What follows belongs to an exercise in optimizing a design on an open flow for small area; a production flow would make more cautious choices.
Function was not checked in any run shown here: the RTL went through the layout flow alone.

### config.mk
export PLATFORM = sky130hd
export DESIGN_NAME = matmul_top
export DESIGN_NICKNAME = matmul_top
export VERILOG_FILES = /design/flow/design.v
export SDC_FILE = /design/flow/constraint.sdc
export NUM_CORES = 4
export LEC_CHECK = 0
export CAP_MARGIN = 20
export CORE_MARGIN = 2
export CORE_UTILIZATION = 70
export CTS_BUF_LIST = sky130_fd_sc_hd__clkbuf_4 sky130_fd_sc_hd__clkbuf_8
export GPL_TIMING_DRIVEN = 0
export SLEW_MARGIN = 20
export SYNTH_HIERARCHICAL = 1
export SYNTH_MINIMUM_KEEP_SIZE = 0
### constraint.sdc
create_clock -name core_clock -period 10.0 [get_ports {clk}]
set_input_delay 2.0000 -clock core_clock [delete_from_list [all_inputs] [get_ports {clk}]]
set_output_delay 2.0000 -clock core_clock [all_outputs]
set_load 0.01 [all_outputs]
### design.v
`default_nettype none
module mac_unit (
  input  wire [31:0] a,        
  input  wire [7:0]  y,        
  input  wire        yb,       
  input  wire [3:0]  dead,     
  input  wire [31:0] base,     
  input  wire [2:0]  ci,       
  output wire [31:0] sum,
  output wire [2:0]  co        
);
  wire [8:0] yy = {y, yb};
  wire one0 = yy[1] ^ yy[0];
  wire two0 = (yy[2] & ~yy[1] & ~yy[0]) | (~yy[2] & yy[1] & yy[0]);
  wire neg0 = yy[2];
  wire one0_0 = one0;
  wire two0_0 = two0;
  wire neg0_0 = neg0;
  wire one0_1 = one0 & ~dead[1];
  wire two0_1 = two0 & ~dead[1];
  wire neg0_1 = neg0 & ~dead[1];
  wire one0_2 = one0 & ~dead[2];
  wire two0_2 = two0 & ~dead[2];
  wire neg0_2 = neg0 & ~dead[2];
  wire one0_3 = one0 & ~dead[3];
  wire two0_3 = two0 & ~dead[3];
  wire neg0_3 = neg0 & ~dead[3];
  wire pp0_0;
  mac_bsel u_pp0_0 (.a0(a[0]), .a1(1'b0), .one(one0_0), .two(two0_0), .neg(neg0_0), .pp(pp0_0));
  wire pp0_1;
  mac_bsel u_pp0_1 (.a0(a[1]), .a1(a[0]), .one(one0_0), .two(two0_0), .neg(neg0_0), .pp(pp0_1));
  wire pp0_2;
  mac_bsel u_pp0_2 (.a0(a[2]), .a1(a[1]), .one(one0_0), .two(two0_0), .neg(neg0_0), .pp(pp0_2));
  wire pp0_3;
  mac_bsel u_pp0_3 (.a0(a[3]), .a1(a[2]), .one(one0_0), .two(two0_0), .neg(neg0_0), .pp(pp0_3));
  wire pp0_4;
  mac_bsel u_pp0_4 (.a0(a[4]), .a1(a[3]), .one(one0_0), .two(two0_0), .neg(neg0_0), .pp(pp0_4));
  wire pp0_5;
  mac_bsel u_pp0_5 (.a0(a[5]), .a1(a[4]), .one(one0_0), .two(two0_0), .neg(neg0_0), .pp(pp0_5));
  wire pp0_6;
  mac_bsel u_pp0_6 (.a0(a[6]), .a1(a[5]), .one(one0_0), .two(two0_0), .neg(neg0_0), .pp(pp0_6));
  wire pp0_7;
  mac_bsel u_pp0_7 (.a0(a[7]), .a1(a[6]), .one(one0_0), .two(two0_0), .neg(neg0_0), .pp(pp0_7));
  wire pp0_8;
  mac_bsel u_pp0_8 (.a0(a[8]), .a1(a[7]), .one(one0_1), .two(two0_1), .neg(neg0_1), .pp(pp0_8));
  wire pp0_9;
  mac_bsel u_pp0_9 (.a0(a[9]), .a1(a[8]), .one(one0_1), .two(two0_1), .neg(neg0_1), .pp(pp0_9));
  wire pp0_10;
  mac_bsel u_pp0_10 (.a0(a[10]), .a1(a[9]), .one(one0_1), .two(two0_1), .neg(neg0_1), .pp(pp0_10));
  wire pp0_11;
  mac_bsel u_pp0_11 (.a0(a[11]), .a1(a[10]), .one(one0_1), .two(two0_1), .neg(neg0_1), .pp(pp0_11));
  wire pp0_12;
  mac_bsel u_pp0_12 (.a0(a[12]), .a1(a[11]), .one(one0_1), .two(two0_1), .neg(neg0_1), .pp(pp0_12));
  wire pp0_13;
  mac_bsel u_pp0_13 (.a0(a[13]), .a1(a[12]), .one(one0_1), .two(two0_1), .neg(neg0_1), .pp(pp0_13));
  wire pp0_14;
  mac_bsel u_pp0_14 (.a0(a[14]), .a1(a[13]), .one(one0_1), .two(two0_1), .neg(neg0_1), .pp(pp0_14));
  wire pp0_15;
  mac_bsel u_pp0_15 (.a0(a[15]), .a1(a[14]), .one(one0_1), .two(two0_1), .neg(neg0_1), .pp(pp0_15));
  wire pp0_16;
  mac_bsel u_pp0_16 (.a0(a[16]), .a1(a[15]), .one(one0_2), .two(two0_2), .neg(neg0_2), .pp(pp0_16));
  wire pp0_17;
  mac_bsel u_pp0_17 (.a0(a[17]), .a1(a[16]), .one(one0_2), .two(two0_2), .neg(neg0_2), .pp(pp0_17));
  wire pp0_18;
  mac_bsel u_pp0_18 (.a0(a[18]), .a1(a[17]), .one(one0_2), .two(two0_2), .neg(neg0_2), .pp(pp0_18));
  wire pp0_19;
  mac_bsel u_pp0_19 (.a0(a[19]), .a1(a[18]), .one(one0_2), .two(two0_2), .neg(neg0_2), .pp(pp0_19));
  wire pp0_20;
  mac_bsel u_pp0_20 (.a0(a[20]), .a1(a[19]), .one(one0_2), .two(two0_2), .neg(neg0_2), .pp(pp0_20));
  wire pp0_21;
  mac_bsel u_pp0_21 (.a0(a[21]), .a1(a[20]), .one(one0_2), .two(two0_2), .neg(neg0_2), .pp(pp0_21));
  wire pp0_22;
  mac_bsel u_pp0_22 (.a0(a[22]), .a1(a[21]), .one(one0_2), .two(two0_2), .neg(neg0_2), .pp(pp0_22));
  wire pp0_23;
  mac_bsel u_pp0_23 (.a0(a[23]), .a1(a[22]), .one(one0_2), .two(two0_2), .neg(neg0_2), .pp(pp0_23));
  wire pp0_24;
  mac_bsel u_pp0_24 (.a0(a[24]), .a1(a[23]), .one(one0_3), .two(two0_3), .neg(neg0_3), .pp(pp0_24));
  wire pp0_25;
  mac_bsel u_pp0_25 (.a0(a[25]), .a1(a[24]), .one(one0_3), .two(two0_3), .neg(neg0_3), .pp(pp0_25));
  wire pp0_26;
  mac_bsel u_pp0_26 (.a0(a[26]), .a1(a[25]), .one(one0_3), .two(two0_3), .neg(neg0_3), .pp(pp0_26));
  wire pp0_27;
  mac_bsel u_pp0_27 (.a0(a[27]), .a1(a[26]), .one(one0_3), .two(two0_3), .neg(neg0_3), .pp(pp0_27));
  wire pp0_28;
  mac_bsel u_pp0_28 (.a0(a[28]), .a1(a[27]), .one(one0_3), .two(two0_3), .neg(neg0_3), .pp(pp0_28));
  wire pp0_29;
  mac_bsel u_pp0_29 (.a0(a[29]), .a1(a[28]), .one(one0_3), .two(two0_3), .neg(neg0_3), .pp(pp0_29));
  wire pp0_30;
  mac_bsel u_pp0_30 (.a0(a[30]), .a1(a[29]), .one(one0_3), .two(two0_3), .neg(neg0_3), .pp(pp0_30));
  wire pp0_31;
  mac_bsel u_pp0_31 (.a0(a[31]), .a1(a[30]), .one(one0_3), .two(two0_3), .neg(neg0_3), .pp(pp0_31));
  wire one1 = yy[3] ^ yy[2];
  wire two1 = (yy[4] & ~yy[3] & ~yy[2]) | (~yy[4] & yy[3] & yy[2]);
  wire neg1 = yy[4];
  wire one1_0 = one1;
  wire two1_0 = two1;
  wire neg1_0 = neg1;
  wire one1_1 = one1 & ~dead[1];
  wire two1_1 = two1 & ~dead[1];
  wire neg1_1 = neg1 & ~dead[1];
  wire one1_2 = one1 & ~dead[2];
  wire two1_2 = two1 & ~dead[2];
  wire neg1_2 = neg1 & ~dead[2];
  wire one1_3 = one1 & ~dead[3];
  wire two1_3 = two1 & ~dead[3];
  wire neg1_3 = neg1 & ~dead[3];
  wire pp1_2;
  mac_bsel u_pp1_2 (.a0(a[0]), .a1(1'b0), .one(one1_0), .two(two1_0), .neg(neg1_0), .pp(pp1_2));
  wire pp1_3;
  mac_bsel u_pp1_3 (.a0(a[1]), .a1(a[0]), .one(one1_0), .two(two1_0), .neg(neg1_0), .pp(pp1_3));
  wire pp1_4;
  mac_bsel u_pp1_4 (.a0(a[2]), .a1(a[1]), .one(one1_0), .two(two1_0), .neg(neg1_0), .pp(pp1_4));
  wire pp1_5;
  mac_bsel u_pp1_5 (.a0(a[3]), .a1(a[2]), .one(one1_0), .two(two1_0), .neg(neg1_0), .pp(pp1_5));
  wire pp1_6;
  mac_bsel u_pp1_6 (.a0(a[4]), .a1(a[3]), .one(one1_0), .two(two1_0), .neg(neg1_0), .pp(pp1_6));
  wire pp1_7;
  mac_bsel u_pp1_7 (.a0(a[5]), .a1(a[4]), .one(one1_0), .two(two1_0), .neg(neg1_0), .pp(pp1_7));
  wire pp1_8;
  mac_bsel u_pp1_8 (.a0(a[6]), .a1(a[5]), .one(one1_1), .two(two1_1), .neg(neg1_1), .pp(pp1_8));
  wire pp1_9;
  mac_bsel u_pp1_9 (.a0(a[7]), .a1(a[6]), .one(one1_1), .two(two1_1), .neg(neg1_1), .pp(pp1_9));
  wire pp1_10;
  mac_bsel u_pp1_10 (.a0(a[8]), .a1(a[7]), .one(one1_1), .two(two1_1), .neg(neg1_1), .pp(pp1_10));
  wire pp1_11;
  mac_bsel u_pp1_11 (.a0(a[9]), .a1(a[8]), .one(one1_1), .two(two1_1), .neg(neg1_1), .pp(pp1_11));
  wire pp1_12;
  mac_bsel u_pp1_12 (.a0(a[10]), .a1(a[9]), .one(one1_1), .two(two1_1), .neg(neg1_1), .pp(pp1_12));
  wire pp1_13;
  mac_bsel u_pp1_13 (.a0(a[11]), .a1(a[10]), .one(one1_1), .two(two1_1), .neg(neg1_1), .pp(pp1_13));
  wire pp1_14;
  mac_bsel u_pp1_14 (.a0(a[12]), .a1(a[11]), .one(one1_1), .two(two1_1), .neg(neg1_1), .pp(pp1_14));
  wire pp1_15;
  mac_bsel u_pp1_15 (.a0(a[13]), .a1(a[12]), .one(one1_1), .two(two1_1), .neg(neg1_1), .pp(pp1_15));
  wire pp1_16;
  mac_bsel u_pp1_16 (.a0(a[14]), .a1(a[13]), .one(one1_2), .two(two1_2), .neg(neg1_2), .pp(pp1_16));
  wire pp1_17;
  mac_bsel u_pp1_17 (.a0(a[15]), .a1(a[14]), .one(one1_2), .two(two1_2), .neg(neg1_2), .pp(pp1_17));
  wire pp1_18;
  mac_bsel u_pp1_18 (.a0(a[16]), .a1(a[15]), .one(one1_2), .two(two1_2), .neg(neg1_2), .pp(pp1_18));
  wire pp1_19;
  mac_bsel u_pp1_19 (.a0(a[17]), .a1(a[16]), .one(one1_2), .two(two1_2), .neg(neg1_2), .pp(pp1_19));
  wire pp1_20;
  mac_bsel u_pp1_20 (.a0(a[18]), .a1(a[17]), .one(one1_2), .two(two1_2), .neg(neg1_2), .pp(pp1_20));
  wire pp1_21;
  mac_bsel u_pp1_21 (.a0(a[19]), .a1(a[18]), .one(one1_2), .two(two1_2), .neg(neg1_2), .pp(pp1_21));
  wire pp1_22;
  mac_bsel u_pp1_22 (.a0(a[20]), .a1(a[19]), .one(one1_2), .two(two1_2), .neg(neg1_2), .pp(pp1_22));
  wire pp1_23;
  mac_bsel u_pp1_23 (.a0(a[21]), .a1(a[20]), .one(one1_2), .two(two1_2), .neg(neg1_2), .pp(pp1_23));
  wire pp1_24;
  mac_bsel u_pp1_24 (.a0(a[22]), .a1(a[21]), .one(one1_3), .two(two1_3), .neg(neg1_3), .pp(pp1_24));
  wire pp1_25;
  mac_bsel u_pp1_25 (.a0(a[23]), .a1(a[22]), .one(one1_3), .two(two1_3), .neg(neg1_3), .pp(pp1_25));
  wire pp1_26;
  mac_bsel u_pp1_26 (.a0(a[24]), .a1(a[23]), .one(one1_3), .two(two1_3), .neg(neg1_3), .pp(pp1_26));
  wire pp1_27;
  mac_bsel u_pp1_27 (.a0(a[25]), .a1(a[24]), .one(one1_3), .two(two1_3), .neg(neg1_3), .pp(pp1_27));
  wire pp1_28;
  mac_bsel u_pp1_28 (.a0(a[26]), .a1(a[25]), .one(one1_3), .two(two1_3), .neg(neg1_3), .pp(pp1_28));
  wire pp1_29;
  mac_bsel u_pp1_29 (.a0(a[27]), .a1(a[26]), .one(one1_3), .two(two1_3), .neg(neg1_3), .pp(pp1_29));
  wire pp1_30;
  mac_bsel u_pp1_30 (.a0(a[28]), .a1(a[27]), .one(one1_3), .two(two1_3), .neg(neg1_3), .pp(pp1_30));
  wire pp1_31;
  mac_bsel u_pp1_31 (.a0(a[29]), .a1(a[28]), .one(one1_3), .two(two1_3), .neg(neg1_3), .pp(pp1_31));
  wire one2 = yy[5] ^ yy[4];
  wire two2 = (yy[6] & ~yy[5] & ~yy[4]) | (~yy[6] & yy[5] & yy[4]);
  wire neg2 = yy[6];
  wire one2_0 = one2;
  wire two2_0 = two2;
  wire neg2_0 = neg2;
  wire one2_1 = one2 & ~dead[1];
  wire two2_1 = two2 & ~dead[1];
  wire neg2_1 = neg2 & ~dead[1];
  wire one2_2 = one2 & ~dead[2];
  wire two2_2 = two2 & ~dead[2];
  wire neg2_2 = neg2 & ~dead[2];
  wire one2_3 = one2 & ~dead[3];
  wire two2_3 = two2 & ~dead[3];
  wire neg2_3 = neg2 & ~dead[3];
  wire pp2_4;
  mac_bsel u_pp2_4 (.a0(a[0]), .a1(1'b0), .one(one2_0), .two(two2_0), .neg(neg2_0), .pp(pp2_4));
  wire pp2_5;
  mac_bsel u_pp2_5 (.a0(a[1]), .a1(a[0]), .one(one2_0), .two(two2_0), .neg(neg2_0), .pp(pp2_5));
  wire pp2_6;
  mac_bsel u_pp2_6 (.a0(a[2]), .a1(a[1]), .one(one2_0), .two(two2_0), .neg(neg2_0), .pp(pp2_6));
  wire pp2_7;
  mac_bsel u_pp2_7 (.a0(a[3]), .a1(a[2]), .one(one2_0), .two(two2_0), .neg(neg2_0), .pp(pp2_7));
  wire pp2_8;
  mac_bsel u_pp2_8 (.a0(a[4]), .a1(a[3]), .one(one2_1), .two(two2_1), .neg(neg2_1), .pp(pp2_8));
  wire pp2_9;
  mac_bsel u_pp2_9 (.a0(a[5]), .a1(a[4]), .one(one2_1), .two(two2_1), .neg(neg2_1), .pp(pp2_9));
  wire pp2_10;
  mac_bsel u_pp2_10 (.a0(a[6]), .a1(a[5]), .one(one2_1), .two(two2_1), .neg(neg2_1), .pp(pp2_10));
  wire pp2_11;
  mac_bsel u_pp2_11 (.a0(a[7]), .a1(a[6]), .one(one2_1), .two(two2_1), .neg(neg2_1), .pp(pp2_11));
  wire pp2_12;
  mac_bsel u_pp2_12 (.a0(a[8]), .a1(a[7]), .one(one2_1), .two(two2_1), .neg(neg2_1), .pp(pp2_12));
  wire pp2_13;
  mac_bsel u_pp2_13 (.a0(a[9]), .a1(a[8]), .one(one2_1), .two(two2_1), .neg(neg2_1), .pp(pp2_13));
  wire pp2_14;
  mac_bsel u_pp2_14 (.a0(a[10]), .a1(a[9]), .one(one2_1), .two(two2_1), .neg(neg2_1), .pp(pp2_14));
  wire pp2_15;
  mac_bsel u_pp2_15 (.a0(a[11]), .a1(a[10]), .one(one2_1), .two(two2_1), .neg(neg2_1), .pp(pp2_15));
  wire pp2_16;
  mac_bsel u_pp2_16 (.a0(a[12]), .a1(a[11]), .one(one2_2), .two(two2_2), .neg(neg2_2), .pp(pp2_16));
  wire pp2_17;
  mac_bsel u_pp2_17 (.a0(a[13]), .a1(a[12]), .one(one2_2), .two(two2_2), .neg(neg2_2), .pp(pp2_17));
  wire pp2_18;
  mac_bsel u_pp2_18 (.a0(a[14]), .a1(a[13]), .one(one2_2), .two(two2_2), .neg(neg2_2), .pp(pp2_18));
  wire pp2_19;
  mac_bsel u_pp2_19 (.a0(a[15]), .a1(a[14]), .one(one2_2), .two(two2_2), .neg(neg2_2), .pp(pp2_19));
  wire pp2_20;
  mac_bsel u_pp2_20 (.a0(a[16]), .a1(a[15]), .one(one2_2), .two(two2_2), .neg(neg2_2), .pp(pp2_20));
  wire pp2_21;
  mac_bsel u_pp2_21 (.a0(a[17]), .a1(a[16]), .one(one2_2), .two(two2_2), .neg(neg2_2), .pp(pp2_21));
  wire pp2_22;
  mac_bsel u_pp2_22 (.a0(a[18]), .a1(a[17]), .one(one2_2), .two(two2_2), .neg(neg2_2), .pp(pp2_22));
  wire pp2_23;
  mac_bsel u_pp2_23 (.a0(a[19]), .a1(a[18]), .one(one2_2), .two(two2_2), .neg(neg2_2), .pp(pp2_23));
  wire pp2_24;
  mac_bsel u_pp2_24 (.a0(a[20]), .a1(a[19]), .one(one2_3), .two(two2_3), .neg(neg2_3), .pp(pp2_24));
  wire pp2_25;
  mac_bsel u_pp2_25 (.a0(a[21]), .a1(a[20]), .one(one2_3), .two(two2_3), .neg(neg2_3), .pp(pp2_25));
  wire pp2_26;
  mac_bsel u_pp2_26 (.a0(a[22]), .a1(a[21]), .one(one2_3), .two(two2_3), .neg(neg2_3), .pp(pp2_26));
  wire pp2_27;
  mac_bsel u_pp2_27 (.a0(a[23]), .a1(a[22]), .one(one2_3), .two(two2_3), .neg(neg2_3), .pp(pp2_27));
  wire pp2_28;
  mac_bsel u_pp2_28 (.a0(a[24]), .a1(a[23]), .one(one2_3), .two(two2_3), .neg(neg2_3), .pp(pp2_28));
  wire pp2_29;
  mac_bsel u_pp2_29 (.a0(a[25]), .a1(a[24]), .one(one2_3), .two(two2_3), .neg(neg2_3), .pp(pp2_29));
  wire pp2_30;
  mac_bsel u_pp2_30 (.a0(a[26]), .a1(a[25]), .one(one2_3), .two(two2_3), .neg(neg2_3), .pp(pp2_30));
  wire pp2_31;
  mac_bsel u_pp2_31 (.a0(a[27]), .a1(a[26]), .one(one2_3), .two(two2_3), .neg(neg2_3), .pp(pp2_31));
  wire one3 = yy[7] ^ yy[6];
  wire two3 = (yy[8] & ~yy[7] & ~yy[6]) | (~yy[8] & yy[7] & yy[6]);
  wire neg3 = yy[8];
  wire one3_0 = one3;
  wire two3_0 = two3;
  wire neg3_0 = neg3;
  wire one3_1 = one3 & ~dead[1];
  wire two3_1 = two3 & ~dead[1];
  wire neg3_1 = neg3 & ~dead[1];
  wire one3_2 = one3 & ~dead[2];
  wire two3_2 = two3 & ~dead[2];
  wire neg3_2 = neg3 & ~dead[2];
  wire one3_3 = one3 & ~dead[3];
  wire two3_3 = two3 & ~dead[3];
  wire neg3_3 = neg3 & ~dead[3];
  wire pp3_6;
  mac_bsel u_pp3_6 (.a0(a[0]), .a1(1'b0), .one(one3_0), .two(two3_0), .neg(neg3_0), .pp(pp3_6));
  wire pp3_7;
  mac_bsel u_pp3_7 (.a0(a[1]), .a1(a[0]), .one(one3_0), .two(two3_0), .neg(neg3_0), .pp(pp3_7));
  wire pp3_8;
  mac_bsel u_pp3_8 (.a0(a[2]), .a1(a[1]), .one(one3_1), .two(two3_1), .neg(neg3_1), .pp(pp3_8));
  wire pp3_9;
  mac_bsel u_pp3_9 (.a0(a[3]), .a1(a[2]), .one(one3_1), .two(two3_1), .neg(neg3_1), .pp(pp3_9));
  wire pp3_10;
  mac_bsel u_pp3_10 (.a0(a[4]), .a1(a[3]), .one(one3_1), .two(two3_1), .neg(neg3_1), .pp(pp3_10));
  wire pp3_11;
  mac_bsel u_pp3_11 (.a0(a[5]), .a1(a[4]), .one(one3_1), .two(two3_1), .neg(neg3_1), .pp(pp3_11));
  wire pp3_12;
  mac_bsel u_pp3_12 (.a0(a[6]), .a1(a[5]), .one(one3_1), .two(two3_1), .neg(neg3_1), .pp(pp3_12));
  wire pp3_13;
  mac_bsel u_pp3_13 (.a0(a[7]), .a1(a[6]), .one(one3_1), .two(two3_1), .neg(neg3_1), .pp(pp3_13));
  wire pp3_14;
  mac_bsel u_pp3_14 (.a0(a[8]), .a1(a[7]), .one(one3_1), .two(two3_1), .neg(neg3_1), .pp(pp3_14));
  wire pp3_15;
  mac_bsel u_pp3_15 (.a0(a[9]), .a1(a[8]), .one(one3_1), .two(two3_1), .neg(neg3_1), .pp(pp3_15));
  wire pp3_16;
  mac_bsel u_pp3_16 (.a0(a[10]), .a1(a[9]), .one(one3_2), .two(two3_2), .neg(neg3_2), .pp(pp3_16));
  wire pp3_17;
  mac_bsel u_pp3_17 (.a0(a[11]), .a1(a[10]), .one(one3_2), .two(two3_2), .neg(neg3_2), .pp(pp3_17));
  wire pp3_18;
  mac_bsel u_pp3_18 (.a0(a[12]), .a1(a[11]), .one(one3_2), .two(two3_2), .neg(neg3_2), .pp(pp3_18));
  wire pp3_19;
  mac_bsel u_pp3_19 (.a0(a[13]), .a1(a[12]), .one(one3_2), .two(two3_2), .neg(neg3_2), .pp(pp3_19));
  wire pp3_20;
  mac_bsel u_pp3_20 (.a0(a[14]), .a1(a[13]), .one(one3_2), .two(two3_2), .neg(neg3_2), .pp(pp3_20));
  wire pp3_21;
  mac_bsel u_pp3_21 (.a0(a[15]), .a1(a[14]), .one(one3_2), .two(two3_2), .neg(neg3_2), .pp(pp3_21));
  wire pp3_22;
  mac_bsel u_pp3_22 (.a0(a[16]), .a1(a[15]), .one(one3_2), .two(two3_2), .neg(neg3_2), .pp(pp3_22));
  wire pp3_23;
  mac_bsel u_pp3_23 (.a0(a[17]), .a1(a[16]), .one(one3_2), .two(two3_2), .neg(neg3_2), .pp(pp3_23));
  wire pp3_24;
  mac_bsel u_pp3_24 (.a0(a[18]), .a1(a[17]), .one(one3_3), .two(two3_3), .neg(neg3_3), .pp(pp3_24));
  wire pp3_25;
  mac_bsel u_pp3_25 (.a0(a[19]), .a1(a[18]), .one(one3_3), .two(two3_3), .neg(neg3_3), .pp(pp3_25));
  wire pp3_26;
  mac_bsel u_pp3_26 (.a0(a[20]), .a1(a[19]), .one(one3_3), .two(two3_3), .neg(neg3_3), .pp(pp3_26));
  wire pp3_27;
  mac_bsel u_pp3_27 (.a0(a[21]), .a1(a[20]), .one(one3_3), .two(two3_3), .neg(neg3_3), .pp(pp3_27));
  wire pp3_28;
  mac_bsel u_pp3_28 (.a0(a[22]), .a1(a[21]), .one(one3_3), .two(two3_3), .neg(neg3_3), .pp(pp3_28));
  wire pp3_29;
  mac_bsel u_pp3_29 (.a0(a[23]), .a1(a[22]), .one(one3_3), .two(two3_3), .neg(neg3_3), .pp(pp3_29));
  wire pp3_30;
  mac_bsel u_pp3_30 (.a0(a[24]), .a1(a[23]), .one(one3_3), .two(two3_3), .neg(neg3_3), .pp(pp3_30));
  wire pp3_31;
  mac_bsel u_pp3_31 (.a0(a[25]), .a1(a[24]), .one(one3_3), .two(two3_3), .neg(neg3_3), .pp(pp3_31));
  wire s1, c2;
  mac_fa u_s1 (.x(base[0]), .y(pp0_0), .z(neg0), .s(s1), .c(c2));
  wire s3, c4;
  mac_ha u_s3 (.x(ci[0]), .y(s1), .s(s3), .c(c4));
  wire s5, c6;
  mac_fa u_s5 (.x(base[1]), .y(pp0_1), .z(c2), .s(s5), .c(c6));
  wire s7, c8;
  mac_ha u_s7 (.x(c4), .y(s5), .s(s7), .c(c8));
  wire s9, c10;
  mac_fa u_s9 (.x(base[2]), .y(pp0_2), .z(pp1_2), .s(s9), .c(c10));
  wire s11, c12;
  mac_fa u_s11 (.x(neg1), .y(s9), .z(c6), .s(s11), .c(c12));
  wire s13, c14;
  mac_ha u_s13 (.x(c8), .y(s11), .s(s13), .c(c14));
  wire s15, c16;
  mac_fa u_s15 (.x(base[3]), .y(pp0_3), .z(pp1_3), .s(s15), .c(c16));
  wire s17, c18;
  mac_fa u_s17 (.x(c10), .y(s15), .z(c12), .s(s17), .c(c18));
  wire s19, c20;
  mac_ha u_s19 (.x(c14), .y(s17), .s(s19), .c(c20));
  wire s21, c22;
  mac_fa u_s21 (.x(base[4]), .y(pp0_4), .z(pp1_4), .s(s21), .c(c22));
  wire s23, c24;
  mac_fa u_s23 (.x(pp2_4), .y(neg2), .z(c16), .s(s23), .c(c24));
  wire s25, c26;
  mac_fa u_s25 (.x(s21), .y(s23), .z(c18), .s(s25), .c(c26));
  wire s27, c28;
  mac_ha u_s27 (.x(c20), .y(s25), .s(s27), .c(c28));
  wire s29, c30;
  mac_fa u_s29 (.x(base[5]), .y(pp0_5), .z(pp1_5), .s(s29), .c(c30));
  wire s31, c32;
  mac_fa u_s31 (.x(pp2_5), .y(c22), .z(s29), .s(s31), .c(c32));
  wire s33, c34;
  mac_fa u_s33 (.x(c24), .y(s31), .z(c26), .s(s33), .c(c34));
  wire s35, c36;
  mac_ha u_s35 (.x(c28), .y(s33), .s(s35), .c(c36));
  wire s37, c38;
  mac_fa u_s37 (.x(base[6]), .y(pp0_6), .z(pp1_6), .s(s37), .c(c38));
  wire s39, c40;
  mac_fa u_s39 (.x(pp2_6), .y(pp3_6), .z(neg3), .s(s39), .c(c40));
  wire s41, c42;
  mac_fa u_s41 (.x(c30), .y(s37), .z(s39), .s(s41), .c(c42));
  wire s43, c44;
  mac_fa u_s43 (.x(c32), .y(s41), .z(c34), .s(s43), .c(c44));
  wire s45, c46;
  mac_ha u_s45 (.x(c36), .y(s43), .s(s45), .c(c46));
  wire s47, c48;
  mac_fa u_s47 (.x(base[7]), .y(pp0_7), .z(pp1_7), .s(s47), .c(c48));
  wire s49, c50;
  mac_fa u_s49 (.x(pp2_7), .y(pp3_7), .z(ci[1]), .s(s49), .c(c50));
  wire k51 = c48 & ~dead[1];
  wire s52, c53;
  mac_fa u_s52 (.x(c38), .y(c40), .z(s47), .s(s52), .c(c53));
  wire k54 = c50 & ~dead[1];
  wire s55, c56;
  mac_fa u_s55 (.x(s49), .y(c42), .z(s52), .s(s55), .c(c56));
  wire k57 = c53 & ~dead[1];
  wire s58, c59;
  mac_fa u_s58 (.x(s55), .y(c44), .z(c46), .s(s58), .c(c59));
  wire k60 = c56 & ~dead[1];
  wire s61, c62;
  mac_fa u_s61 (.x(base[8]), .y(pp0_8), .z(pp1_8), .s(s61), .c(c62));
  wire s63, c64;
  mac_fa u_s63 (.x(pp2_8), .y(pp3_8), .z(k51), .s(s63), .c(c64));
  wire s65, c66;
  mac_fa u_s65 (.x(k54), .y(k57), .z(k60), .s(s65), .c(c66));
  wire s67, c68;
  mac_fa u_s67 (.x(s61), .y(s63), .z(s65), .s(s67), .c(c68));
  wire s69, c70;
  mac_fa u_s69 (.x(base[9]), .y(pp0_9), .z(pp1_9), .s(s69), .c(c70));
  wire s71, c72;
  mac_fa u_s71 (.x(pp2_9), .y(pp3_9), .z(c62), .s(s71), .c(c72));
  wire s73, c74;
  mac_fa u_s73 (.x(c64), .y(c66), .z(s69), .s(s73), .c(c74));
  wire s75, c76;
  mac_fa u_s75 (.x(c68), .y(s71), .z(s73), .s(s75), .c(c76));
  wire s77, c78;
  mac_fa u_s77 (.x(base[10]), .y(pp0_10), .z(pp1_10), .s(s77), .c(c78));
  wire s79, c80;
  mac_fa u_s79 (.x(pp2_10), .y(pp3_10), .z(c70), .s(s79), .c(c80));
  wire s81, c82;
  mac_fa u_s81 (.x(s77), .y(c72), .z(c74), .s(s81), .c(c82));
  wire s83, c84;
  mac_fa u_s83 (.x(s79), .y(c76), .z(s81), .s(s83), .c(c84));
  wire s85, c86;
  mac_fa u_s85 (.x(base[11]), .y(pp0_11), .z(pp1_11), .s(s85), .c(c86));
  wire s87, c88;
  mac_fa u_s87 (.x(pp2_11), .y(pp3_11), .z(c78), .s(s87), .c(c88));
  wire s89, c90;
  mac_fa u_s89 (.x(s85), .y(c80), .z(s87), .s(s89), .c(c90));
  wire s91, c92;
  mac_fa u_s91 (.x(c82), .y(s89), .z(c84), .s(s91), .c(c92));
  wire s93, c94;
  mac_fa u_s93 (.x(base[12]), .y(pp0_12), .z(pp1_12), .s(s93), .c(c94));
  wire s95, c96;
  mac_fa u_s95 (.x(pp2_12), .y(pp3_12), .z(c86), .s(s95), .c(c96));
  wire s97, c98;
  mac_fa u_s97 (.x(s93), .y(c88), .z(s95), .s(s97), .c(c98));
  wire s99, c100;
  mac_fa u_s99 (.x(c90), .y(s97), .z(c92), .s(s99), .c(c100));
  wire s101, c102;
  mac_fa u_s101 (.x(base[13]), .y(pp0_13), .z(pp1_13), .s(s101), .c(c102));
  wire s103, c104;
  mac_fa u_s103 (.x(pp2_13), .y(pp3_13), .z(c94), .s(s103), .c(c104));
  wire s105, c106;
  mac_fa u_s105 (.x(s101), .y(c96), .z(s103), .s(s105), .c(c106));
  wire s107, c108;
  mac_fa u_s107 (.x(c98), .y(s105), .z(c100), .s(s107), .c(c108));
  wire s109, c110;
  mac_fa u_s109 (.x(base[14]), .y(pp0_14), .z(pp1_14), .s(s109), .c(c110));
  wire s111, c112;
  mac_fa u_s111 (.x(pp2_14), .y(pp3_14), .z(c102), .s(s111), .c(c112));
  wire s113, c114;
  mac_fa u_s113 (.x(s109), .y(c104), .z(s111), .s(s113), .c(c114));
  wire s115, c116;
  mac_fa u_s115 (.x(c106), .y(s113), .z(c108), .s(s115), .c(c116));
  wire s117, c118;
  mac_fa u_s117 (.x(base[15]), .y(pp0_15), .z(pp1_15), .s(s117), .c(c118));
  wire s119, c120;
  mac_fa u_s119 (.x(pp2_15), .y(pp3_15), .z(ci[2]), .s(s119), .c(c120));
  wire k121 = c118 & ~dead[2];
  wire s122, c123;
  mac_fa u_s122 (.x(c110), .y(s117), .z(s119), .s(s122), .c(c123));
  wire k124 = c120 & ~dead[2];
  wire s125, c126;
  mac_fa u_s125 (.x(c112), .y(s122), .z(c114), .s(s125), .c(c126));
  wire k127 = c123 & ~dead[2];
  wire k128 = c126 & ~dead[2];
  wire s129, c130;
  mac_fa u_s129 (.x(base[16]), .y(pp0_16), .z(pp1_16), .s(s129), .c(c130));
  wire s131, c132;
  mac_fa u_s131 (.x(pp2_16), .y(pp3_16), .z(k121), .s(s131), .c(c132));
  wire s133, c134;
  mac_fa u_s133 (.x(k124), .y(k127), .z(k128), .s(s133), .c(c134));
  wire s135, c136;
  mac_fa u_s135 (.x(s129), .y(s131), .z(s133), .s(s135), .c(c136));
  wire s137, c138;
  mac_fa u_s137 (.x(base[17]), .y(pp0_17), .z(pp1_17), .s(s137), .c(c138));
  wire s139, c140;
  mac_fa u_s139 (.x(pp2_17), .y(pp3_17), .z(c130), .s(s139), .c(c140));
  wire s141, c142;
  mac_fa u_s141 (.x(c132), .y(c134), .z(s137), .s(s141), .c(c142));
  wire s143, c144;
  mac_fa u_s143 (.x(c136), .y(s139), .z(s141), .s(s143), .c(c144));
  wire s145, c146;
  mac_fa u_s145 (.x(base[18]), .y(pp0_18), .z(pp1_18), .s(s145), .c(c146));
  wire s147, c148;
  mac_fa u_s147 (.x(pp2_18), .y(pp3_18), .z(c138), .s(s147), .c(c148));
  wire s149, c150;
  mac_fa u_s149 (.x(s145), .y(c140), .z(c142), .s(s149), .c(c150));
  wire s151, c152;
  mac_fa u_s151 (.x(s147), .y(c144), .z(s149), .s(s151), .c(c152));
  wire s153, c154;
  mac_fa u_s153 (.x(base[19]), .y(pp0_19), .z(pp1_19), .s(s153), .c(c154));
  wire s155, c156;
  mac_fa u_s155 (.x(pp2_19), .y(pp3_19), .z(c146), .s(s155), .c(c156));
  wire s157, c158;
  mac_fa u_s157 (.x(s153), .y(c148), .z(s155), .s(s157), .c(c158));
  wire s159, c160;
  mac_fa u_s159 (.x(c150), .y(s157), .z(c152), .s(s159), .c(c160));
  wire s161, c162;
  mac_fa u_s161 (.x(base[20]), .y(pp0_20), .z(pp1_20), .s(s161), .c(c162));
  wire s163, c164;
  mac_fa u_s163 (.x(pp2_20), .y(pp3_20), .z(c154), .s(s163), .c(c164));
  wire s165, c166;
  mac_fa u_s165 (.x(s161), .y(c156), .z(s163), .s(s165), .c(c166));
  wire s167, c168;
  mac_fa u_s167 (.x(c158), .y(s165), .z(c160), .s(s167), .c(c168));
  wire s169, c170;
  mac_fa u_s169 (.x(base[21]), .y(pp0_21), .z(pp1_21), .s(s169), .c(c170));
  wire s171, c172;
  mac_fa u_s171 (.x(pp2_21), .y(pp3_21), .z(c162), .s(s171), .c(c172));
  wire s173, c174;
  mac_fa u_s173 (.x(s169), .y(c164), .z(s171), .s(s173), .c(c174));
  wire s175, c176;
  mac_fa u_s175 (.x(c166), .y(s173), .z(c168), .s(s175), .c(c176));
  wire s177, c178;
  mac_fa u_s177 (.x(base[22]), .y(pp0_22), .z(pp1_22), .s(s177), .c(c178));
  wire s179, c180;
  mac_fa u_s179 (.x(pp2_22), .y(pp3_22), .z(c170), .s(s179), .c(c180));
  wire s181, c182;
  mac_fa u_s181 (.x(s177), .y(c172), .z(s179), .s(s181), .c(c182));
  wire s183, c184;
  mac_fa u_s183 (.x(c174), .y(s181), .z(c176), .s(s183), .c(c184));
  wire s185, c186;
  mac_fa u_s185 (.x(base[23]), .y(pp0_23), .z(pp1_23), .s(s185), .c(c186));
  wire s187, c188;
  mac_fa u_s187 (.x(pp2_23), .y(pp3_23), .z(c178), .s(s187), .c(c188));
  wire k189 = c186 & ~dead[3];
  wire s190, c191;
  mac_fa u_s190 (.x(s185), .y(c180), .z(s187), .s(s190), .c(c191));
  wire k192 = c188 & ~dead[3];
  wire s193, c194;
  mac_ha u_s193 (.x(c182), .y(s190), .s(s193), .c(c194));
  wire k195 = c191 & ~dead[3];
  wire k196 = c194 & ~dead[3];
  wire s197, c198;
  mac_fa u_s197 (.x(base[24]), .y(pp0_24), .z(pp1_24), .s(s197), .c(c198));
  wire s199, c200;
  mac_fa u_s199 (.x(pp2_24), .y(pp3_24), .z(k189), .s(s199), .c(c200));
  wire s201, c202;
  mac_fa u_s201 (.x(k192), .y(k195), .z(k196), .s(s201), .c(c202));
  wire s203, c204;
  mac_fa u_s203 (.x(s197), .y(s199), .z(s201), .s(s203), .c(c204));
  wire s205, c206;
  mac_fa u_s205 (.x(base[25]), .y(pp0_25), .z(pp1_25), .s(s205), .c(c206));
  wire s207, c208;
  mac_fa u_s207 (.x(pp2_25), .y(pp3_25), .z(c198), .s(s207), .c(c208));
  wire s209, c210;
  mac_fa u_s209 (.x(c200), .y(c202), .z(s205), .s(s209), .c(c210));
  wire s211, c212;
  mac_fa u_s211 (.x(c204), .y(s207), .z(s209), .s(s211), .c(c212));
  wire s213, c214;
  mac_fa u_s213 (.x(base[26]), .y(pp0_26), .z(pp1_26), .s(s213), .c(c214));
  wire s215, c216;
  mac_fa u_s215 (.x(pp2_26), .y(pp3_26), .z(c206), .s(s215), .c(c216));
  wire s217, c218;
  mac_fa u_s217 (.x(s213), .y(c208), .z(c210), .s(s217), .c(c218));
  wire s219, c220;
  mac_fa u_s219 (.x(s215), .y(c212), .z(s217), .s(s219), .c(c220));
  wire s221, c222;
  mac_fa u_s221 (.x(base[27]), .y(pp0_27), .z(pp1_27), .s(s221), .c(c222));
  wire s223, c224;
  mac_fa u_s223 (.x(pp2_27), .y(pp3_27), .z(c214), .s(s223), .c(c224));
  wire s225, c226;
  mac_fa u_s225 (.x(s221), .y(c216), .z(s223), .s(s225), .c(c226));
  wire s227, c228;
  mac_fa u_s227 (.x(c218), .y(s225), .z(c220), .s(s227), .c(c228));
  wire s229, c230;
  mac_fa u_s229 (.x(base[28]), .y(pp0_28), .z(pp1_28), .s(s229), .c(c230));
  wire s231, c232;
  mac_fa u_s231 (.x(pp2_28), .y(pp3_28), .z(c222), .s(s231), .c(c232));
  wire s233, c234;
  mac_fa u_s233 (.x(s229), .y(c224), .z(s231), .s(s233), .c(c234));
  wire s235, c236;
  mac_fa u_s235 (.x(c226), .y(s233), .z(c228), .s(s235), .c(c236));
  wire s237, c238;
  mac_fa u_s237 (.x(base[29]), .y(pp0_29), .z(pp1_29), .s(s237), .c(c238));
  wire s239, c240;
  mac_fa u_s239 (.x(pp2_29), .y(pp3_29), .z(c230), .s(s239), .c(c240));
  wire s241, c242;
  mac_fa u_s241 (.x(s237), .y(c232), .z(s239), .s(s241), .c(c242));
  wire s243, c244;
  mac_fa u_s243 (.x(c234), .y(s241), .z(c236), .s(s243), .c(c244));
  wire s245, c246;
  mac_fa u_s245 (.x(base[30]), .y(pp0_30), .z(pp1_30), .s(s245), .c(c246));
  wire s247, c248;
  mac_fa u_s247 (.x(pp2_30), .y(pp3_30), .z(c238), .s(s247), .c(c248));
  wire s249, c250;
  mac_fa u_s249 (.x(s245), .y(c240), .z(s247), .s(s249), .c(c250));
  wire s251, c252;
  mac_fa u_s251 (.x(c242), .y(s249), .z(c244), .s(s251), .c(c252));
  wire s253 = base[31] ^ pp0_31;
  wire s254 = pp1_31 ^ pp2_31;
  wire s255 = pp3_31 ^ c246;
  wire s256 = s253 ^ s254;
  wire s257 = c248 ^ s255;
  wire s258 = s256 ^ c250;
  wire s259 = s257 ^ s258;
  wire s260 = s259 ^ c252;
  assign sum = {s260, s251, s243, s235, s227, s219, s211, s203, s193, s183, s175, s167, s159, s151, s143, s135, s125, s115, s107, s99, s91, s83, s75, s67, s58, s45, s35, s27, s19, s13, s7, s3};
  assign co = {c184, c116, c59};
endmodule
module mac_fa (
  input  wire x, y, z,
  output wire s, c
);
  assign s = x ^ y ^ z;
  assign c = (x & y) | (x & z) | (y & z);
endmodule
module mac_ha (
  input  wire x, y,
  output wire s, c
);
  assign s = x ^ y;
  assign c = x & y;
endmodule
module mac_bsel (
  input  wire a0, a1, one, two, neg,
  output wire pp
);
  wire sel;
  mac_ao u_ao (.a0(a0), .a1(a1), .one(one), .two(two), .sel(sel));
  assign pp = sel ^ neg;
endmodule
module mac_ao (
  input  wire a0, a1, one, two,
  output wire sel
);
  assign sel = (a0 & one) | (a1 & two);
endmodule
`default_nettype wire
`timescale 1ns/1ps
`default_nettype none
module matmul_top #(
  parameter int DATA_W = 32,
  parameter int ADDR_W = 12
) (
  input  logic              clk,
  input  logic              reset_n,
  input  logic              dut_valid,
  output logic              dut_ready,
  output logic [ADDR_W-1:0] input_read_address,
  input  logic [DATA_W-1:0] input_read_data,
  output logic [ADDR_W-1:0] weight_read_address,
  input  logic [DATA_W-1:0] weight_read_data,
  output logic              result_write_enable,
  output logic [ADDR_W-1:0] result_write_address,
  output logic [DATA_W-1:0] result_write_data
);
  localparam logic [1:0] S_IDLE = 2'd0, S_DIMS = 2'd1, S_RUN = 2'd2, S_FIN = 2'd3;
  logic [1:0]        state;
  logic [1:0]        ph;         
  logic              kend_q;     
  logic              wr_arm;     
  logic [ADDR_W-1:0] a_addr;
  logic [ADDR_W-1:0] b_addr;
  logic [ADDR_W-1:0] k_cnt;      
  logic [ADDR_W-1:0] nm1;        
  logic [ADDR_W-1:0] np;         
  logic [ADDR_W-1:0] m_rem;      
  logic [ADDR_W-1:0] c_addr;
  logic              k_end, j_end, i_end, adv, restart;
  logic [7:0]        y;
  logic              yb;
  logic [3:0]        dead;
  logic [DATA_W-1:0] base;
  logic              clr;        
  logic [2:0]        cq;         
  logic [2:0]        ci;
  logic [2:0]        co;
  logic [DATA_W-1:0] acc;        
  logic [DATA_W-1:0] sum;
  assign dut_ready            = (state == S_IDLE);
  assign input_read_address   = a_addr;
  assign weight_read_address  = b_addr;
  assign result_write_address = c_addr;
  assign result_write_data    = acc;
  assign result_write_enable  = state[1] && wr_arm && kend_q && (ph == 2'd0);
  assign y    = weight_read_data[8*ph +: 8];
  assign yb   = (ph == 2'd0) ? 1'b0 : weight_read_data[8*ph - 1];
  assign dead = {ph != 2'd0, ph[1], ph == 2'd3, 1'b0};
  assign clr  = kend_q && (ph == 2'd0);
  assign base = clr ? '0 : acc;
  assign ci   = cq & ~{dead[1], 2'b00} & ~{3{ph == 2'd0}};
  mac_unit mac0 (
    .a      (input_read_data),
    .y      (y),
    .yb     (yb),
    .dead   (dead),
    .base   (base),
    .ci     (ci),
    .sum    (sum),
    .co     (co)
  );
  always_ff @(posedge clk)
  begin
    acc <= {sum[7:0], sum[DATA_W-1:8]};
    cq  <= co;
  end
  assign k_end   = (k_cnt == '0);
  assign j_end   = (b_addr == np);
  assign i_end   = (m_rem == ADDR_W'(1));
  assign adv     = (ph == 2'd2);
  assign restart = k_end && !j_end;
  always_ff @(posedge clk)
  begin
    if (!reset_n)
    begin
      state <= S_IDLE;
    end
    else
    begin
      ph <= ph + 1'b1;
      if (result_write_enable)
        c_addr <= c_addr + 1'b1;
      case (state)
        S_IDLE:
        begin
          if (dut_valid)
          begin
            state  <= S_DIMS;
            ph     <= 2'd3;
            a_addr <= '0;
            b_addr <= '0;
            kend_q <= 1'b1;
            wr_arm <= 1'b0;
            c_addr <= '0;
          end
        end
        S_DIMS:
        begin
          if (adv)
          begin
            state  <= S_RUN;
            nm1    <= input_read_data[ADDR_W-1:0] - 1'b1;
            k_cnt  <= input_read_data[ADDR_W-1:0] - 1'b1;
            m_rem  <= input_read_data[16 +: ADDR_W];
            np     <= acc[16 +: ADDR_W];   
            a_addr <= ADDR_W'(1);
            b_addr <= ADDR_W'(1);
          end
        end
        S_RUN:
        begin
          if (adv)
          begin
            wr_arm <= 1'b1;
            kend_q <= k_end;
            k_cnt  <= k_end ? nm1 : k_cnt - 1'b1;
            a_addr <= a_addr + (restart ? ~nm1 : '0) + 1'b1;
            b_addr <= (k_end && j_end) ? ADDR_W'(1) : b_addr + 1'b1;
            if (k_end && j_end)
            begin
              m_rem <= m_rem - 1'b1;
              if (i_end)
                state <= S_FIN;
            end
          end
        end
        S_FIN:
        begin
          if (ph == 2'd0)
            state <= S_IDLE;
        end
      endcase
    end
  end
endmodule
`default_nettype wire
### flow/run.sh
#!/bin/bash
# The standard layout, with the port buffers made from the smallest buffer
# cell instead of the one buffer_ports picks by itself.
set -euo pipefail
export BUFFER_PORTS_ARGS="-buffer_cell sky130_fd_sc_hd__buf_1"
export REMOVE_ABC_BUFFERS=1
bash standard.sh > standard.log 2>&1
### standard.sh
#!/bin/bash
# synth_recipe.tcl (not shown) runs the flow's synth.tcl, then flattens the netlist and writes it again
# the make line also repeats each setting of config.mk as NAME=value (left out here)
make -C /OpenROAD-flow-scripts/flow DESIGN_CONFIG=/design/flow/config.mk WORK_HOME=/design/flow/orfs CLKGATE_MAP_FILE= SYNTH_SCRIPT=/design/flow/synth_recipe.tcl "${@:-finish}"
==> results of run 1 <==
area by class of cell:
cell class | instances | share of cell area
well taps | 216 | 0.0219
inverters | 28 | 0.00850
clock buffers | 17 | 0.0189
flip-flops and latches | 125 | 0.274
repair buffers | 140 | 0.0460
clock inverters | 15 | 0.0139
multi-input cells | 826 | 0.617
worst paths after layout:
check | cells after the start | slack (ns) | end | from
worst max-delay path | 23 | 0.22 | acc[23] | weight_read_data[25]
worst max register to register | 25 | 0.65 | acc[23] | ph[0]
worst min-delay path | 0 | 0.50 | np[2] | acc[18]
worst min register to register | 0 | 0.50 | np[2] | acc[18]
layer usage:
metal	wire length, um	GRT usage	vias to the layer above	share of wire
met4	691	0.106	0	0.025
li1	-	-	3866	-
met1	11300	0.429	4243	0.41
met5	0	0	-	0
met3	2020	0.0773	60	0.073
met2	13500	0.551	383	0.49
stage by stage:
step / instances / hold WS, ns / area (um^2) / util
floorplan: 979 / 0.476 / 11100 / -
global placement: 1331 / 0.497 / 11900 / 0.744
detailed placement: 1334 / 0.483 / 11900 / 0.747
CTS: 1366 / 0.503 / 12300 / 0.773
global route: 1367 / 0.514 / 12400 / 0.775
finish: 1367 / 0.501 / 12400 / 0.775
worst register-to-register path: stages, from the launching register on:
cell                       delay (ns)
sky130_fd_sc_hd__edfxtp_1        0.88
sky130_fd_sc_hd__inv_1           0.16
sky130_fd_sc_hd__ha_1            0.38
sky130_fd_sc_hd__inv_1           0.46
sky130_fd_sc_hd__and2_1          0.29
sky130_fd_sc_hd__nor2_1          0.08
sky130_fd_sc_hd__a21oi_2         0.34
sky130_fd_sc_hd__nor2_2          0.15
sky130_fd_sc_hd__a22o_1          0.21
sky130_fd_sc_hd__xor2_1          0.16
sky130_fd_sc_hd__fa_1            0.48
sky130_fd_sc_hd__fa_1            0.55
sky130_fd_sc_hd__fa_1            0.44
sky130_fd_sc_hd__ha_1            0.21
sky130_fd_sc_hd__nor2b_1         0.15
sky130_fd_sc_hd__fa_1            0.52
sky130_fd_sc_hd__fa_1            0.55
sky130_fd_sc_hd__fa_1            0.45
sky130_fd_sc_hd__fa_1            0.46
sky130_fd_sc_hd__fa_1            0.43
sky130_fd_sc_hd__fa_1            0.44
sky130_fd_sc_hd__fa_1            0.43
sky130_fd_sc_hd__fa_1            0.44
sky130_fd_sc_hd__xnor2_2         0.18
sky130_fd_sc_hd__xnor3_1         0.34
sky130_fd_sc_hd__xnor2_1         0.13
repair_timing:
item                       CTS  global route
setup endpoints to repair    0             1
hold buffers                 0             0
resized for setup            0             5
sequential cells by signal, summed over array words and instances, names as in the netlist, 2 cells and up:
name / cells
nm1: 12
m_rem: 12
np: 12
a_addr: 12
ph: 2
b_addr: 12
k_cnt: 12
c_addr: 12
acc: 32
cq: 3
state: 2
==> notes.md, run 1 <==
Status:
- The flow ran to the end and the layout has no timing, DRC or antenna violations.

Layout:
- The area used by sequential logic in the layout is 3380 um^2.
- The post-layout net count is 1,350.
- The synthesis-to-finish area growth is 8.14%.
- The area used by multi-input combinational logic is 7630 um^2.
- The fill cell total of the finished layout is 1,101.
- In the final layout, the share of cells above drive strength 1 is 0.0530.
- In the layout the commonest cells are 153 x sky130_fd_sc_hd__xor2_1, 135 x sky130_fd_sc_hd__buf_1, 116 x sky130_fd_sc_hd__a22o_1, 113 x sky130_fd_sc_hd__fa_1, 89 x sky130_fd_sc_hd__nor2_1.
- 0 antenna diodes ended up in the layout.
- Leaving out fill and tap cells, the most frequent cell in the layout is sky130_fd_sc_hd__xor2_1.

Placed design:
- Buffers placed on the I/O ports in this run total 136.
- The final weighted congestion in routability-driven placement is 0.940.
- The HPWL reported at the end of detailed placement is 20.9 mm.
- The worst setup slack before clock tree synthesis is -0.434 ns.

Yosys:
- After technology mapping, the gate count stands at 1,037.
- After synthesis the cells add up to 11,400 um^2.
- During synthesis, Yosys emitted a total of 7 warnings.
- Each instance of the synthesized netlist takes up on average 11.0 um^2.

Drt:
- The number of DRC violations after detailed-routing iteration 0 is 614.
- The post-detailed-routing wire length is 27.5 mm.
- The total via count after detailed routing is 8,552.
- The post-route DRC violation count is 0.
- Dividing the detail-routed wire length by the instance count gives 20.1 um.
- In the routed layout, each cell is associated on average with a via count of 6.26.
- The first detailed-routing pass took 6 iterations.
- The final antenna-violating net count is 0.

Floorplan:
- The die width is 132 um.
- In this run the vertical extent of the chip is 132 um.
- The core footprint is 15,900 um^2.
- The die covers 17,400 um^2.
- The number of top-level pins is 137.
- The cell row count is 46.
- The initial utilization of the core area, before any placement, comes to 0.717.

Clock tree:
- The maximum level of the CTS H-tree is 4.
- The number of buffers added by the clock tree synthesis step is 17.
- The clock network latency to the later pin of the worst-skew pair is 0.45 ns.
- TritonCTS built the clock tree.
- Clock tree synthesis found a total of 125 sinks.
- After clock tree synthesis, the clock-pin slew on the worst setup and hold paths is 0.09 ns.
- Buffers added to address setup during post-CTS repair amount to 0.
- The cell sitting at the root of the clock tree is a sky130_fd_sc_hd__clkbuf_8.
- No sink is reached through more buffers than the 2 on the longest clock path.

Setup path:
- The cell family with the largest share of critical-path delay is adder cells.
- The worst setup path is captured at a flop.
- The cell seen most often among critical-path stages is sky130_fd_sc_hd__fa_1.
- The largest incremental delay on the critical path is 0.73 ns.
- The critical setup path kind is in -> reg.
- The number of buffers and inverters on the critical path is 1.
- The worst setup path is launched from an input port.
- The peak fanout along the critical path is 17.
- The critical path goes through buf_1, mux4_2, and3b_1, a21oi_2, nor2_1, a22o_1, xor2_1, fa_1, fa_1, fa_1, ha_1, nor2b_1, fa_1, fa_1, fa_1, fa_1, fa_1, fa_1, fa_1, fa_1, xnor2_2, xnor3_1, xnor2_1.
- The cell with the biggest individual delay on the critical path is sky130_fd_sc_hd__mux4_2.
- The worst endpoint data arrival time is 10.13 ns.
- The required time at the worst-slack endpoint is 10.35 ns.

Global route:
- The via count of the first global-routing pass was 8,642.
- After global routing the overflow that remains totals 0.
- The first global-routing pass estimated 44.6 mm of wire.
- For this run, the total global-route usage over all layers was measured as 0.329.
- The number of antenna violations at the first check in global routing is 0.
- Entering global routing, the biggest net connects 40 pins.

Timing:
- The sum of negative setup slack is 0 ns.
- The worst setup slack after layout is 0.221 ns.
- Headroom to the max-slew limit came out at 0.293.
- Static timing analysis puts the maximum clock frequency at 0.102 GHz.
- Setup repair after global routing left no endpoint under its margin.
- The worst path needs 9.78 ns of the cycle, external delays included.
- In the finished design, the share of the clock period the worst path needs comes to 0.978.
- The transition at the pin with the smallest max-transition slack is 1.06 ns.
- Setup violations remaining at the end of the flow were counted as 0.
- The number of hold-slack violations in the final timing report is 0.
- The number of slew-limit violations in the final report is 0.
- The clock arrives with 0.0183 ns of skew.

Flow run:
- Across the run, the number of max-cap violations was 0.

Hold path:
- The classification of the worst-slack hold path is reg -> reg.
==> run 2, diff against run 1 <==
--- a/config.mk
+++ b/config.mk
@@ -9,3 +9,3 @@
 export CORE_MARGIN = 2
-export CORE_UTILIZATION = 70
+export CORE_UTILIZATION = 80
 export CTS_BUF_LIST = sky130_fd_sc_hd__clkbuf_4 sky130_fd_sc_hd__clkbuf_8
==> notes.md, run 2 <==
Layout:
- The most frequent standard cell in the layout excluding fill and tap cells is sky130_fd_sc_hd__xor2_1.
- The post-layout net count is 1,356.
- In the layout the commonest cells are 153 x sky130_fd_sc_hd__xor2_1, 136 x sky130_fd_sc_hd__buf_1, 116 x sky130_fd_sc_hd__a22o_1, 113 x sky130_fd_sc_hd__fa_1.
- The count of antenna diodes in the layout is 0.
- The fraction of layout instances using a drive strength above 1 is 0.0570.
- The share of the core filled with cells in the final layout is 0.886.
- Counting flops per register, the top entry is acc.
- The area growth from synthesis to layout is 7.98%.
- Fill cells in the final layout number 649.
- The register with the most flip-flops in the layout has 32 of them.

Setup path:
- STA classifies the critical path endpoint as a flop.
- The required time at the worst-slack endpoint is 10.35 ns.
- At the worst endpoint, the arrival time is 10.07 ns.
- The peak fanout along the critical path is 8.
- The most critical setup path has its startpoint at weight_read_data[7].
- STA classifies the critical path startpoint as an input port.
- The worst register-to-register path begins at ph[1].
- The worst setup path is of the in -> reg kind.
- The slack of the worst reg-to-reg path is 0.48 ns.

Global route:
- The total congestion overflow after global routing is 0.
- Across every metal layer, demand over resource in global routing totals 0.406.
- The global-route wire length before repair is 46.0 mm.
- The via count of the first global-routing pass is 8,876.
- Entering global routing, the biggest net connects 36 pins.
- The number of antenna violations at the first check in global routing is 0.

Floorplan:
- The initial utilization of the core area, before any placement, comes to 0.820.
- In this run the vertical extent of the chip is 124 um.
- The floorplan step set the die width to 124 um.
- In this run the core area contains 43 standard-cell rows.
- The area enclosed by the die boundary is 15,300 um^2.
- The core footprint is 13,900 um^2.
- During I/O placement, the number of pins put on the boundary was 137.

Timing:
- For the pin with the worst max-slew slack, the measured transition is 1.08 ns.
- The number of slew-limit violations in the final report is 0.
- In the post-route analysis, the smallest setup slack over all paths is 0.279 ns.
- The number of hold-slack violations in the final timing report came to 0.
- Setup repair after global routing left no endpoint under its margin.
- The sum of negative setup slack is 0 ns.
- The number of failing setup endpoints in the final timing report is 0.
- In the finished design, the share of the clock period the worst path needs comes to 0.972.
- The routed design could run at a clock period as short as 9.72 ns.
- Headroom to the max-slew limit came out at 0.278.
- The highest attainable clock frequency is 0.103 GHz.
- Between clock sinks in the finished design, the worst skew comes to 0.0149 ns.

Hold path:
- The startpoint identified for the worst hold timing path is acc[20].
- The classification of the worst-slack hold path is reg -> reg.

Drt:
- For this block, the routed nets add up to 30.2 mm of wire.
- The number of search-and-repair iterations in the first detailed-routing pass is 6.
- For this block, the via count after detailed routing is 9,131.
- In this run, the number of DRC markers left after iteration 0 of detailed routing was 1,126.
- Once detail routing completed, the nets flagged for antenna violations numbered 0.
- The via density per instance is 6.83.
- The post-route DRC violation count is 0.
- In the final routed layout, each cell accounts on average for 22.6 um.

Clock tree:
- The maximum buffer depth of the clock tree is 2.
- The count of hold buffers inserted by post-cts repair is 0.
- The H-tree was split into 4 levels.
- The number of buffers added by the clock tree synthesis step is 17.
- The clock network latency to the later pin of the worst-skew pair is 0.46 ns.
- The root buffer cell is sky130_fd_sc_hd__clkbuf_8.
- The number of clock sinks is 125.
- Clock-pin slew was measured on the worst setup and hold paths at 0.08 ns.
- TritonCTS built the clock tree.

Yosys:
- Counting every instance in the synthesized netlist gives 1,037.
- The synthesis warning total is 7.
- The mapped netlist covers 11,400 um^2.
- The synthesized area per cell is 11.0 um^2.

Placed design:
- The number of port buffers is 136.
- Timing analysis after detailed placement gives a worst setup slack of -0.429 ns.
- Detailed placement ended at an HPWL of 21.7 mm.
- At the end of routability-driven placement, the weighted congestion stood at 0.936.

Flow run:
- Across the run, the number of max-cap violations was 0.

Status:
- The run finished with no timing, DRC or antenna violations.
==> run 2: final cells by class <==
class	instances	area [um^2]	share of cell area
clock inverters	11	118	0.00953
well taps	180	225	0.0182
flip-flops and latches	125	3380	0.274
multi-input cells	826	7630	0.618
inverters	28	105	0.00851
clock buffers	21	277	0.0224
repair buffers	146	606	0.0491
==> run 2: what timing repair did <==
action                                  CTS  global route
gates resized for setup                   1             5
endpoints found under the setup margin    1             1
gates cloned                              0             0
buffers inserted                          0             6
==> run 2: path summary, 6_finish.rpt <==
kind | cells past startpoint | endpoint
setup reg to reg | 25 | acc[23]
hold / removal | 0 | np[4]
hold reg to reg | 0 | np[4]
setup / recovery | 24 | acc[23]
==> run 2: stage by stage <==
| stage | cells | cell area (um^2) | hold WS, ns |
|---|---|---|---|
| 2_1_floorplan | 979 | 11100 | 0.476 |
| 3_3_place_gp | 1295 | 11800 | 0.493 |
| 3_5_place_dp | 1298 | 11900 | 0.491 |
| 4_1_cts | 1330 | 12300 | 0.512 |
| 5_1_grt | 1337 | 12300 | 0.510 |
| 6_report | 1337 | 12300 | 0.510 |
==> run 2: worst max-delay path, stage by stage <==
cell and delay [ns]:
sky130_fd_sc_hd__buf_1 0.09, sky130_fd_sc_hd__mux4_2 0.45, sky130_fd_sc_hd__and2_1 0.22, sky130_fd_sc_hd__and3b_1 0.21, sky130_fd_sc_hd__a21oi_2 0.33, sky130_fd_sc_hd__nor2_2 0.15
sky130_fd_sc_hd__a22o_1 0.24, sky130_fd_sc_hd__xor2_1 0.16, sky130_fd_sc_hd__fa_1 0.49, sky130_fd_sc_hd__fa_1 0.54, sky130_fd_sc_hd__fa_1 0.43, sky130_fd_sc_hd__ha_1 0.21
sky130_fd_sc_hd__nor2b_1 0.14, sky130_fd_sc_hd__fa_1 0.54, sky130_fd_sc_hd__fa_1 0.54, sky130_fd_sc_hd__fa_1 0.44, sky130_fd_sc_hd__fa_1 0.47, sky130_fd_sc_hd__fa_1 0.44
sky130_fd_sc_hd__fa_1 0.43, sky130_fd_sc_hd__fa_1 0.45, sky130_fd_sc_hd__fa_1 0.45, sky130_fd_sc_hd__xnor2_2 0.15, sky130_fd_sc_hd__xnor3_1 0.34, sky130_fd_sc_hd__xnor2_1 0.13
==> run 2: routing by layer <==
layer / wire length [um] / global-route usage
met1: 10800 / 0.514
met2: 14900 / 0.676
met3: 3040 / 0.0706
met4: 1500 / 0.204
met5: 0 / 0
==> run 3, diff against run 2 <==
--- a/flow/run.sh
+++ b/flow/run.sh
@@ -6,2 +6,3 @@
 export REMOVE_ABC_BUFFERS=1
+export CTS_ARGS="-sink_clustering_enable -repair_clock_nets -buf_list sky130_fd_sc_hd__clkbuf_8 -sink_buffer_max_cap_derate 0.1"
 bash standard.sh > standard.log 2>&1
--- a/config.mk
+++ b/config.mk
@@ -9,3 +9,3 @@
 export CORE_MARGIN = 2
-export CORE_UTILIZATION = 80
+export CORE_UTILIZATION = 70
 export CTS_BUF_LIST = sky130_fd_sc_hd__clkbuf_4 sky130_fd_sc_hd__clkbuf_8
==> notes.md, run 3 <==
Status:
- The flow ran to the end and the layout has no timing, DRC or antenna violations.

Setup path:
- The critical path is of the in -> reg type.
- The worst register-to-register path has a depth of 25.
- The cell with the biggest individual delay on the critical path is sky130_fd_sc_hd__mux4_2.
- The endpoint type of the worst setup path is a flop.
- The cell family with the largest share of critical-path delay is adder cells.
- The startpoint type of the worst setup path is an input port.
- The worst endpoint data arrival time is 10.13 ns.
- The worst flop-to-flop path endpoint is acc[23].
- Across all register-to-register paths, the minimum setup slack is 0.65 ns.
- The cell seen most often among critical-path stages is sky130_fd_sc_hd__fa_1.
- Together, buffers and inverters on the worst path number 1.
- The reg-to-reg critical path startpoint is ph[0].
- The peak fanout along the critical path is 17.
- The signal on the critical path passes through buf_1, mux4_2, and3b_1, a21oi_2, nor2_1, a22o_1, xor2_1, fa_1, fa_1, fa_1, ha_1, nor2b_1, fa_1, fa_1, fa_1, fa_1, fa_1, fa_1, fa_1, fa_1, xnor2_2, xnor3_1, xnor2_1.

Timing:
- The number of slew-limit violations in the final report is 0.
- The final-layout worst hold slack is 0.501 ns.
- The worst path needs 9.78 ns of the cycle, external delays included.
- Across the routed clock network, the largest skew measured is 0.0183 ns.
- The number of hold-slack violations in the final timing report was 0.
- Setup violations remaining at the end of the flow were counted as 0.
- Setup repair after global routing left no endpoint under its margin.
- The worst pin sits at a relative slew slack of 0.293.
- The highest attainable clock frequency is 0.102 GHz.
- The transition at the pin with the smallest max-transition slack is 1.06 ns.
- The sum of negative setup slack is 0 ns.

Placed design:
- After detailed placement, the total cell area comes to 11,900 um^2.
- The number of port buffers is 136.
- The HPWL reported at the end of detailed placement is 20.9 mm.

Layout:
- The fill cell total of the finished layout is 1,101.
- Summing all multi-input logic gate instances after layout gives 7630 um^2.
- The most frequent standard cell in the layout excluding fill and tap cells is sky130_fd_sc_hd__xor2_1.
- The fraction of layout instances using a drive strength above 1 is 0.0530.
- The finished cells cover 12,400 um^2.
- From synthesis to final layout, the design area changed by 8.14%.
- The register with the most flip-flops in the final layout is acc.
- In the layout the commonest cells are 153 x sky130_fd_sc_hd__xor2_1, 135 x sky130_fd_sc_hd__buf_1, 116 x sky130_fd_sc_hd__a22o_1, 113 x sky130_fd_sc_hd__fa_1, 89 x sky130_fd_sc_hd__nor2_1.
- At the end of the flow, the number of nets in the layout was 1,350.
- The register with the most flip-flops in the layout has 32 of them.

Hold path:
- For hold timing, the worst endpoint is np[2].
- In this run the most critical hold path is launched from acc[18].
- The worst hold path was traced through 0 stages.
- The worst hold path belongs to the class reg -> reg.

Clock tree:
- The maximum buffer depth of the clock tree is 2.
- The maximum level of the CTS H-tree is 4.
- The clock reaches the later pin of the worst-skew pair after 0.45 ns.
- The root buffer cell chosen for the clock tree is sky130_fd_sc_hd__clkbuf_8.
- After clock tree synthesis, the clock-pin slew on the worst setup and hold paths is 0.09 ns.
- The CTS tree is built.
- Clock tree synthesis inserted a total of 17 buffers.
- The clock drives 125 sinks.

Global route:
- For this run, the total global-route usage over all layers was measured as 0.329.
- The total overflow left after global routing is 0.
- The via count of the first global-routing pass is 8,642.
- The maximum number of pins on one net before global-route repair is 40.
- The first global-routing pass estimated 44.6 mm of wire.

Floorplan:
- The die covers 17,400 um^2.
- The die is 132 um wide.
- For this design the top-level I/O count stands at 137.
- Measured along the y axis, the die boundary spans 132 um.

Drt:
- The via density per instance is 6.26.
- The first TritonRoute pass finished after 6 iterations.
- The final layout contains routed wiring with a total length of 27.5 mm.

Yosys:
- The Yosys step of the flow raised 7 warnings.
- The synthesized area per cell is 11.0 um^2.
- The cell count after synthesis came out at 1,037.
- The mapped netlist covers 11,400 um^2.

Flow run:
- The max capacitance violation total is 0.
==> run 3: final cells by class <==
class	instances	area share
clock buffers	17	0.0189
multi-input cells	826	0.617
inverters	28	0.00850
flip-flops and latches	125	0.274
clock inverters	15	0.0139
well taps	216	0.0219
repair buffers	140	0.0460
==> run 3: layer usage <==
layer	GRT usage	up-vias	wire, um
met3	0.0773	60	2020
met1	0.429	4243	11300
met2	0.551	383	13500
met5	0	-	0
li1	-	3866	-
met4	0.106	0	691
==> run 3: how the worst max path moves through the flow <==
stage | startpoint | to | cells past startpoint
2_1_floorplan | weight_read_data[25] | acc[23] | 22
3_3_place_gp | weight_read_data[25] | acc[23] | 23
3_5_place_dp | weight_read_data[25] | acc[23] | 23
4_1_cts | weight_read_data[25] | acc[23] | 23
5_1_grt | weight_read_data[25] | acc[23] | 23
6_report | weight_read_data[25] | acc[23] | 23
==> run 3: through the flow <==
step | worst slack, ns | cells | utilization
global placement | -0.389 | 1331 | 0.744
finish | 0.221 | 1367 | 0.775
CTS | 0.0323 | 1366 | 0.773
floorplan | 0.426 | 979 | -
global route | 0.00552 | 1367 | 0.775
detailed placement | -0.434 | 1334 | 0.747
==> run 3: timing repair <==
| item | 4_1_cts | 5_1_grt |
|---|---|---|
| hold buffers | 0 | 0 |
| gates resized for setup | 0 | 5 |
| setup endpoints to repair | 0 | 1 |
==> run 3: worst reg2reg max path, stage by stage (launching register included) <==
cell	delay (ns)
sky130_fd_sc_hd__edfxtp_1	0.88
sky130_fd_sc_hd__inv_1	0.16
sky130_fd_sc_hd__ha_1	0.38
sky130_fd_sc_hd__inv_1	0.46
sky130_fd_sc_hd__and2_1	0.29
sky130_fd_sc_hd__nor2_1	0.08
sky130_fd_sc_hd__a21oi_2	0.34
sky130_fd_sc_hd__nor2_2	0.15
sky130_fd_sc_hd__a22o_1	0.21
sky130_fd_sc_hd__xor2_1	0.16
sky130_fd_sc_hd__fa_1	0.48
sky130_fd_sc_hd__fa_1	0.55
sky130_fd_sc_hd__fa_1	0.44
sky130_fd_sc_hd__ha_1	0.21
sky130_fd_sc_hd__nor2b_1	0.15
sky130_fd_sc_hd__fa_1	0.52
sky130_fd_sc_hd__fa_1	0.55
sky130_fd_sc_hd__fa_1	0.45
sky130_fd_sc_hd__fa_1	0.46
sky130_fd_sc_hd__fa_1	0.43
sky130_fd_sc_hd__fa_1	0.44
sky130_fd_sc_hd__fa_1	0.43
sky130_fd_sc_hd__fa_1	0.44
sky130_fd_sc_hd__xnor2_2	0.18
sky130_fd_sc_hd__xnor3_1	0.34
sky130_fd_sc_hd__xnor2_1	0.13

-- separate check: timing with driven ports --
The flow's constraints put no driver on any port. The routed layouts listed below were extracted and timed again, unchanged, in two steps.
Step 1 (the two cells are an assumption about what drives the block):
set clk [get_ports {clk}]
set_driving_cell -lib_cell sky130_fd_sc_hd__clkbuf_16 $clk
set_driving_cell -lib_cell sky130_fd_sc_hd__buf_2 [delete_from_list [all_inputs] $clk]
Step 2 adds t to the input delays and takes it off the output delays; t is the mean of the earliest and latest rising clock arrival at the registers after step 1. Input paths then give back, and output paths get back, about the clock's delay inside the block.
Three values: no drivers, after step 1, after step 2; two values: the first two.
run | t, ns | setup slack, ns | worst slew at a driven data input, ns
run 1 | 0.481 | 0.221 / 0.234 / -0.247 | 0.04
run 2 | 0.486 | 0.279 / 0.294 / -0.193 | 0.04
run 3 | 0.481 | 0.221 / 0.234 / -0.247 | 0.04
With both steps, setup timing fails in every run listed, where it was met with ideal ports. For run 2, which loses most, drivers alone change the setup slack by +0.015 ns; drivers and shift together by -0.472 ns.
